What follows belongs to an exercise in optimizing a design on an open flow for small area; a production flow would make more cautious choices.
The RTL was checked by simulation tests, not by an equivalence proof against the original design.

==> inputs of run D <==
==> flow/design.v <==
package regfile_pkg;
  localparam int DATA_W   = 32;
  localparam int ADDR_W   = 5;
  localparam int NUM_REGS = 2 ** ADDR_W;
  typedef logic [DATA_W-1:0] data_t;
  typedef logic [ADDR_W-1:0] addr_t;
  localparam addr_t REG_ZERO = 5'd0;
endpackage
module regfile_rd_port (
  input  regfile_pkg::addr_t       addr_i,
  input  regfile_pkg::data_t [regfile_pkg::NUM_REGS-1:0] mem_i,
  output regfile_pkg::data_t       data_o
);
  always_comb begin
    data_o = mem_i[addr_i];
    if (addr_i == regfile_pkg::REG_ZERO) begin
      data_o = '0;
    end
  end
endmodule
module reg_files (
  input  logic                                  CLK,
  input  logic                                  rst_n,
  input  logic [2*regfile_pkg::ADDR_W-1:0]      rs_rt,
  input  regfile_pkg::addr_t                    rwd,
  input  regfile_pkg::data_t                    wb_data,
  output regfile_pkg::data_t                    val_rs,
  output regfile_pkg::data_t                    val_rt
);
  regfile_pkg::data_t [regfile_pkg::NUM_REGS-1:0] mem_q;
  always_ff @(posedge CLK or negedge rst_n) begin
    if (!rst_n) begin
      for (int i = 0; i < regfile_pkg::NUM_REGS; i++) begin
        mem_q[i] <= '0;
      end
    end else if (rwd != regfile_pkg::REG_ZERO) begin
      mem_q[rwd] <= wb_data;
    end
  end
  regfile_rd_port u_rd_rs (
    .addr_i    (rs_rt[2*regfile_pkg::ADDR_W-1:regfile_pkg::ADDR_W]),
    .mem_i     (mem_q),
    .data_o    (val_rs)
  );
  regfile_rd_port u_rd_rt (
    .addr_i    (rs_rt[regfile_pkg::ADDR_W-1:0]),
    .mem_i     (mem_q),
    .data_o    (val_rt)
  );
endmodule
==> flow/run.sh <==
#!/bin/bash
# synth_recipe.tcl (not shown) runs the flow's synth.tcl, then flattens the netlist and writes it again
# the make line also repeats each setting of config.mk as NAME=value (left out here)
make -C /OpenROAD-flow-scripts/flow DESIGN_CONFIG=/design/flow/config.mk WORK_HOME=/design/flow/orfs CLKGATE_MAP_FILE= SYNTH_SCRIPT=/design/flow/synth_recipe.tcl finish
==> flow/config.mk <==
export PLATFORM = sky130hd
export DESIGN_NAME = reg_files
export DESIGN_NICKNAME = reg_files
export VERILOG_FILES = /design/flow/design.v
export SDC_FILE = /design/flow/constraint.sdc
export NUM_CORES = 4
export LEC_CHECK = 0
export CAP_MARGIN = 20
export CORE_MARGIN = 2
export CORE_UTILIZATION = 40
export SLEW_MARGIN = 20
==> flow/constraint.sdc <==
create_clock -name core_clock -period 6.5 [get_ports {CLK}]
set_input_delay 1.3000 -clock core_clock [delete_from_list [all_inputs] [get_ports {CLK}]]
set_output_delay 1.3000 -clock core_clock [all_outputs]
set_load 0.01 [all_outputs]
==> run X (differences from run D) <==
==> flow/design.v, changed modules only <==
module regfile_rd_port (
  input  regfile_pkg::addr_t                                        addr_i,
  input  logic [regfile_pkg::NUM_REGS-1:1]                          valid_i,
  input  logic                                                      phase_i,
  input  logic [regfile_pkg::NUM_REGS-1:1][regfile_pkg::DATA_W-1:0] mem_i,
  output regfile_pkg::data_t                                        data_o
);
  localparam int N = regfile_pkg::NUM_REGS;
  localparam int W = regfile_pkg::DATA_W;
  logic [3:0]   dec_lo;
  logic [7:0]   dec_hi;
  logic [N-1:1] sel;
  logic         idle_n;
  for (genvar k = 0; k < 4; k++) begin : g_lo
    assign dec_lo[k] = (addr_i[1:0] == 2'(k));
  end
  for (genvar k = 0; k < 8; k++) begin : g_hi
    assign dec_hi[k] = (addr_i[4:2] == 3'(k));
  end
  for (genvar i = 1; i < N; i++) begin : g_sel
    regfile_and3 u_sel (
      .a_i (valid_i[i]),
      .b_i (dec_hi[i/4]),
      .c_i (dec_lo[i%4]),
      .y_o (sel[i])
    );
  end
  assign idle_n = ~(phase_i & ~(|sel));
  for (genvar b = 0; b < W; b++) begin : g_bit
    logic [N-1:1] col;
    for (genvar i = 1; i < N; i++) begin : g_col
      assign col[i] = mem_i[i][b];
    end
    regfile_rd_bit u_bit (
      .sel_i  (sel),
      .col_i  (col),
      .idle_ni(idle_n),
      .phase_i(phase_i),
      .data_o (data_o[b])
    );
  end
endmodule
module regfile_rd_bit (
  input  logic [regfile_pkg::NUM_REGS-1:1] sel_i,
  input  logic [regfile_pkg::NUM_REGS-1:1] col_i,
  input  logic                             idle_ni,
  input  logic                             phase_i,
  output logic                             data_o
);
  logic [10:0] grp_n;
  logic [2:0]  part;
  for (genvar g = 0; g < 10; g++) begin : g_grp
    regfile_aoi222 u_aoi (
      .a_i (sel_i[3*g+3:3*g+1]),
      .b_i (col_i[3*g+3:3*g+1]),
      .y_no(grp_n[g])
    );
  end
  regfile_nand2 u_last (
    .a_i (sel_i[31]),
    .b_i (col_i[31]),
    .y_o (grp_n[10])
  );
  regfile_nand4 u_part0 (.a_i(grp_n[3:0]), .y_o(part[0]));
  regfile_nand4 u_part1 (.a_i(grp_n[7:4]), .y_o(part[1]));
  regfile_nand4 u_part2 (.a_i({idle_ni, grp_n[10:8]}), .y_o(part[2]));
  logic any;
  regfile_or3  u_any (.a_i(part), .y_o(any));
  regfile_xor2 u_out (.a_i(any), .b_i(phase_i), .y_o(data_o));
endmodule
module regfile_aoi222 (
  input  logic [2:0] a_i,
  input  logic [2:0] b_i,
  output logic       y_no
);
  assign y_no = ~(|(a_i & b_i));
endmodule
module regfile_and3 (
  input  logic a_i,
  input  logic b_i,
  input  logic c_i,
  output logic y_o
);
  assign y_o = a_i & b_i & c_i;
endmodule
module regfile_nand2 (
  input  logic a_i,
  input  logic b_i,
  output logic y_o
);
  assign y_o = ~(a_i & b_i);
endmodule
module regfile_nand4 (
  input  logic [3:0] a_i,
  output logic       y_o
);
  assign y_o = ~(&a_i);
endmodule
module regfile_or3 (
  input  logic [2:0] a_i,
  output logic       y_o
);
  assign y_o = |a_i;
endmodule
module regfile_xor2 (
  input  logic a_i,
  input  logic b_i,
  output logic y_o
);
  assign y_o = a_i ^ b_i;
endmodule
module reg_files (
  input  logic                                  CLK,
  input  logic                                  rst_n,
  input  logic [2*regfile_pkg::ADDR_W-1:0]      rs_rt,
  input  regfile_pkg::addr_t                    rwd,
  input  regfile_pkg::data_t                    wb_data,
  output regfile_pkg::data_t                    val_rs,
  output regfile_pkg::data_t                    val_rt
);
  localparam int N = regfile_pkg::NUM_REGS;
  localparam int W = regfile_pkg::DATA_W;
  logic                 phase_q;
  logic [N-1:1]         valid_q;
  logic [N-1:1]         wr, wr_n;
  regfile_pkg::data_t   wd;
  logic [N-1:1][W-1:0]  mem_q;
  always_ff @(posedge CLK or negedge rst_n) begin
    if (!rst_n) phase_q <= 1'b0;
    else        phase_q <= ~phase_q;
  end
  assign wd = wb_data ^ {W{phase_q}};
  for (genvar i = 1; i < N; i++) begin : g_reg
    assign wr[i]   = (rwd == regfile_pkg::addr_t'(i));
    assign wr_n[i] = ~wr[i];
    always_ff @(posedge CLK or negedge rst_n) begin
      if (!rst_n) valid_q[i] <= 1'b0;
      else        valid_q[i] <= valid_q[i] | wr[i];
    end
    for (genvar b = 0; b < W; b++) begin : g_bit
      regfile_bit u_bit (
        .CLK  (CLK),
        .wr_i (wr[i]),
        .wr_ni(wr_n[i]),
        .d_i  (wd[b]),
        .q_o  (mem_q[i][b])
      );
    end
  end
  regfile_rd_port u_rd_rs (
    .addr_i  (rs_rt[2*regfile_pkg::ADDR_W-1:regfile_pkg::ADDR_W]),
    .valid_i (valid_q),
    .phase_i (phase_q),
    .mem_i   (mem_q),
    .data_o  (val_rs)
  );
  regfile_rd_port u_rd_rt (
    .addr_i  (rs_rt[regfile_pkg::ADDR_W-1:0]),
    .valid_i (valid_q),
    .phase_i (phase_q),
    .mem_i   (mem_q),
    .data_o  (val_rt)
  );
endmodule
module regfile_bit (
  input  logic CLK,
  input  logic wr_i,
  input  logic wr_ni,
  input  logic d_i,
  output logic q_o
);
  always_ff @(posedge CLK) begin
    q_o <= ~((wr_ni | d_i) & (wr_i | q_o));
  end
endmodule
==> flow/flow/run.sh (new file) <==
#!/bin/bash
# The standard layout (the standard.sh, ORFS from synthesis to the final layout), with two
# changes: the port buffers are the smallest buffer cell, and clock tree synthesis uses
# clkbuf_8 leaf buffers on larger sink clusters without dummy loads.
set -euo pipefail
bash standard.sh \
  "BUFFER_PORTS_ARGS=-buffer_cell sky130_fd_sc_hd__buf_1" \
  "CTS_ARGS=-sink_clustering_enable -repair_clock_nets -dont_use_dummy_load -buf_list sky130_fd_sc_hd__clkbuf_8 -sink_clustering_size 14 -sink_clustering_max_diameter 60" \
  finish > standard_flow.log 2>&1
==> flow/standard.sh (new file) <==
#!/bin/bash
# synth_recipe.tcl (not shown) runs the flow's synth.tcl, then flattens the netlist and writes it again
# the make line also repeats each setting of config.mk as NAME=value (left out here)
make -C /OpenROAD-flow-scripts/flow DESIGN_CONFIG=/design/flow/config.mk WORK_HOME=/design/flow/orfs CLKGATE_MAP_FILE= SYNTH_SCRIPT=/design/flow/synth_recipe.tcl "${@:-finish}"
--- a/flow/config.mk
+++ b/flow/config.mk
@@ -8,4 +8,6 @@
 export CAP_MARGIN = 20
 export CORE_MARGIN = 2
-export CORE_UTILIZATION = 40
+export CORE_UTILIZATION = 35
 export SLEW_MARGIN = 20
+export SYNTH_HIERARCHICAL = 1
+export SYNTH_MINIMUM_KEEP_SIZE = 0
removed: flow/run.sh
==> results.py <==
metrics = {
    "sta": {
        "finalCritPeriodShare_pct": 88.8,
    },
    "yosys": {
        "yosys.area_share.simple_pct": 8.10,
        "synthMuxAreaShare_pct": 0,
        "seq_area_frac_synth_pct": 55.1,
        "synth.distinct_cells": 37,
        "synth_top_cell_area_share_pct": 52.9,
        "synthTopCellsByArea": "dfxtp_1, a222oi_1, o22ai_1, nand4_1, xor2_1",
    },
    "drt": {
        "dr.pass1.iters": 13,
    },
    "placement": {
        "gp_congestion": 0.950,
    },
    "power_and_ir_drop": {
        "total_power_mw": 15.1,
    },
    "worst_setup_path": {
        "crit_chain": "buf_1 > nor2_1 > and3_2 > nor4_1 > nand4_1 > or2_1 > buf_4 > nand4_1 > or3_1 > xor2_1 > buf_1",
    },
    "floorplanning": {
        "core_area_um2": 107000,
    },
    "run_status": {
        "status": "no timing/DRC/antenna violations",
    },
}
Source of the figures above: run X

==> results.py <==
metrics = {
    "finish": {
        "utilization_pct": 45.2,
        "largestClassByArea": "multi-input combinational cells",
        "inv_count": 5,
        "multi_input_gates": 2154,
        "final_common_cell": "dfrtp_1",
    },
    "run_status": {
        "status": "no timing/DRC/antenna violations",
    },
    "yosys": {
        "synthMuxAreaShare_pct": 42.7,
        "synth.distinct_cells": 45,
        "synth_top_cell_area_share_pct": 47.2,
        "seq_area_frac_synth_pct": 47.2,
        "yosys.area_share.simple_pct": 1.77,
        "synth_area_um2": 54300,
        "synthTopCellsByArea": "dfrtp_1, mux2_2, mux4_2, mux2i_1, clkbuf_1",
    },
    "placement": {
        "gp_congestion": 0.794,
    },
    "power_and_ir_drop": {
        "total_power_mw": 22.8,
    },
    "worst_setup_path": {
        "crit_chain": "clkdlybuf4s50_1 > buf_4 > nand3b_1 > buf_12 > o221ai_1 > a211oi_1 > nor3_1 > clkdlybuf4s50_1",
    },
    "clock_tree": {
        "cts_tree": "built",
    },
    "sta": {
        "finalCritPeriodShare_pct": 91.8,
    },
}
Source of the figures above: run D

-- re-timing with driven ports --
How much do the figures lean on ideal ports? The routed layouts below were timed once more, with nothing changed but the port constraints. Step 1 assumes that a clkbuf_16 drives the clock port and a buf_2 every other input. Step 2 times the ports against the registers' clock, not the clock port: input delays grow and output delays shrink by t, the midpoint of the rising clock arrivals with the driver on. a / b / c = ideal ports / drivers / drivers and shift; a / b = the first two.
| run | shift t [ns] | setup WS [ns] | worst register clock-pin slew, ns | worst slew at a driven data input, ns | pins driven straight from the clock port |
|---|---|---|---|---|---|
| run D | 0.797 | 0.533 / 0.499 / 0.499 | 0.07 / 0.07 | 0.17 | 1 |
| run X | 0.804 | 0.731 / 0.673 / 0.673 | 0.10 / 0.10 | 0.08 | 1 |
After both steps every run listed still meets setup and hold. For run X, which loses most, drivers alone change the setup slack by -0.058 ns; drivers and shift together by -0.058 ns.
